Context: an optimization exercise on an open-source flow, tuned for small area, a short achievable clock period and few clock cycles per item. The choices shown serve that exercise and are no tape-out recipe. The RTL was checked by simulation tests, not by an equivalence proof against the original design.

## hsv2rgb_top
module hsv2rgb_top (
	input  logic        clk,
	input  logic        arst_n,
	input  logic        start,
	output logic        busy,
	input  logic [12:0] hue,
	input  logic [6:0]  saturation,
	input  logic [6:0]  brightness,
	output logic        done,
	output logic [7:0]  red,
	output logic [7:0]  green,
	output logic [7:0]  blue,
	output logic        in_range
);
	hsv2rgb_pkg::hsv_t px;
	hsv2rgb_pkg::rgb_t pix;
	assign px.hue        = hue;
	assign px.saturation = saturation;
	assign px.brightness = brightness;
	hsv_to_rgb_converter_core #(
		.HUE_FRAC_BITS(4)
	) u_core (
		.clk   (clk),
		.arst_n(arst_n),
		.start (start),
		.busy  (busy),
		.hsv   (px),
		.done  (done),
		.rgb   (pix)
	);
	assign red      = pix.red;
	assign green    = pix.green;
	assign blue     = pix.blue;
	assign in_range = pix.in_range;
endmodule
Size: roughly 1900 cells after synthesis, about 19000 um^2 of cells after synthesis.
clock: 7.5 ns
lec_check: 0
cap_margin: 20
core_margin: 2
core_utilization: 40
cts_cluster_diameter: 120
cts_cluster_size: 30
setup_slack_margin: 4.5
slew_margin: 20
run.sh (not shown) runs the stock make flow with config.mk's settings and CLKGATE_MAP_FILE= SYNTH_SCRIPT=/design/flow/synth_recipe.tcl, a recipe that flattens the netlist after the stock synthesis.
Testbench counts at the start, summed over its fixed seeds: cycles 16,048, items 16,000.
Change:
- CTS_CLUSTER_DIAMETER: 120 -> not set
- CTS_CLUSTER_SIZE: 30 -> not set
- SETUP_SLACK_MARGIN: 4.5 -> 4.3
After rerunning: Wire length came out higher by 1.1%. Clock-buffer cell count is higher by 29. Via count grows by 1.1%. Worst setup slack degrades by 0.14 ns. Area after synthesis does not change. Die area stays the same.

* * *

beta:
hsv2rgb_top again, from the RTL that the note above started with.
clock: 7.5 ns
lec_check: 0
cap_margin: 20
core_margin: 2
core_utilization: 40
cts_cluster_diameter: 100
cts_cluster_size: 25
setup_slack_margin: 4.5
slew_margin: 20
Testbench counts of beta, summed over its fixed seeds: cycles 16,048, items 16,000.
The following lists how alpha was set up differently from beta:
# beta
export LEC_CHECK = 0
export CAP_MARGIN = 20
export CORE_MARGIN = 2
export CORE_UTILIZATION = 40
export CTS_CLUSTER_DIAMETER = 100
export CTS_CLUSTER_SIZE = 25
export SETUP_SLACK_MARGIN = 4.5
export SLEW_MARGIN = 20
create_clock -name core_clock -period 7.5 [get_ports {clk}]
# alpha
export LEC_CHECK = 0
export CAP_MARGIN = 20
export CORE_MARGIN = 2
export CORE_UTILIZATION = 40
export CTS_CLUSTER_DIAMETER = 100
export CTS_CLUSTER_SIZE = 25
export SETUP_SLACK_MARGIN = 4.6
export SLEW_MARGIN = 20
create_clock -name core_clock -period 7.5 [get_ports {clk}]
Results
The final layout from alpha, which completed every stage, passed the timing, DRC and antenna checks at the end of the flow.
For beta, the endpoint of the most critical setup path was red[6], unlike alpha, where it was red[5].
On global-route usage, alpha and beta are basically level.
beta has a lower multi-input combinational cell area than alpha.
alpha against beta: layout sequential cell count shows no meaningful change; slew at the pin closest to its max-slew limit shows a reduction of 0.071 ns; number of cells upsized or downsized after cts shows an increase of 19%; setup slack of the critical path after layout shows a reduction of 0.017 ns.
Count of clock-buffer cells in the layout delta for alpha relative to beta: 2 lower
Growth of design area from synthesis to finish: alpha and beta compared, lower one is beta
Going from beta to alpha, first-pass GRT wire length comparable, finished layout cell area +310 µm².

* * *

hsv2rgb_top again, from the RTL that the note above started with.
export LEC_CHECK = 0
export CAP_MARGIN = 20
export CORE_MARGIN = 2
export CORE_UTILIZATION = 40
export CTS_CLUSTER_DIAMETER = 100
export CTS_CLUSTER_SIZE = 25
export PLACE_DENSITY = 0.85
export SETUP_SLACK_MARGIN = 4.5
export SLEW_MARGIN = 20
create_clock -name core_clock -period 7.5 [get_ports {clk}]
The starting point ran to the end with no violations.
Testbench counts at the start, summed over its fixed seeds: cycles 16,048, items 16,000.
Edit:
--- a/flow/config.mk
+++ b/flow/config.mk
@@ -12,3 +12,3 @@
 export CTS_CLUSTER_SIZE = 25
-export PLACE_DENSITY = 0.85
+export PLACE_DENSITY = 0.75
 export SETUP_SLACK_MARGIN = 4.5
Result: The new run finished with timing, DRC and antenna clean; clock-buffer cell count goes up by 1; via count fell by 2.8%; final cell count fell by 0.46%.
Edit:
--- a/flow/config.mk
+++ b/flow/config.mk
@@ -10,5 +10,2 @@
 export CORE_UTILIZATION = 40
-export CTS_CLUSTER_DIAMETER = 100
-export CTS_CLUSTER_SIZE = 25
-export PLACE_DENSITY = 0.75
 export SETUP_SLACK_MARGIN = 4.5
- The changed run ran to the end with no violations
- wire length climbs slightly
- global-route usage climbs by 0.54 points
- critical path depth drops by 10
- design area climbs by a few percent
- sequential share of layout area drops by 1.1 points
- final cell count climbs slightly
Edit:
--- a/flow/config.mk
+++ b/flow/config.mk
@@ -10,3 +10,3 @@
 export CORE_UTILIZATION = 40
-export SETUP_SLACK_MARGIN = 4.5
+export SETUP_SLACK_MARGIN = 4.0
 export SLEW_MARGIN = 20
Effect:
- The new run completed without violations
- wire length went down by 2.5%
- global-route usage hardly moves
- design area went down by 2.3%
Edit:
--- a/flow/config.mk
+++ b/flow/config.mk
@@ -10,3 +10,3 @@
 export CORE_UTILIZATION = 40
-export SETUP_SLACK_MARGIN = 4.0
+export SETUP_SLACK_MARGIN = 4.7
 export SLEW_MARGIN = 20
Clock skew climbs by 0.0095 ns. Wire length climbs by 5.3%. Via count climbs by 2.8%.

-- port drivers added, routing unchanged --
The flow's constraints put no driver on any port. The routed layouts listed below were extracted and timed again, unchanged, in two steps.
Step 1, drivers: a clkbuf_16 drives clk and a buf_2 each remaining input, both assumed.
Step 2 moves the port delays by t, midway between the first and last clock arrival at a register: inputs arrive t later, outputs are due t later. That takes back most of the time a late clock gives input paths.
Slacks: ideal ports / drivers / drivers and shift; pairs: ideal ports / drivers.
| run | t, ns | slack for setup (ns) | pins driven straight from the clock port |
|---|---|---|---|
| the first run of note 1 | 0.562 | 4.518 / 4.464 / 4.077 | 1 |
| the second run of note 1 | 0.596 | 4.374 / 4.319 / 3.812 | 1 |
| beta | 0.581 | 4.499 / 4.438 / 4.067 | 1 |
| alpha | 0.576 | 4.483 / 4.429 / 4.130 | 1 |
| the first run of note 3 | 0.569 | 4.468 / 4.436 / 4.043 | 1 |
| the second run of note 3 | 0.550 | 4.528 / 4.480 / 4.087 | 1 |
| the third run of note 3 | 0.601 | 4.499 / 4.441 / 4.063 | 1 |
| the fourth run of note 3 | 0.599 | 4.108 / 4.052 / 3.806 | 1 |
| the fifth run of note 3 | 0.597 | 4.504 / 4.445 / 4.150 | 1 |
After both steps setup and hold are still met in every run listed. The setup slack of the second run of note 1, which loses most, moves by -0.055 ns with the drivers and by -0.562 ns with both steps.
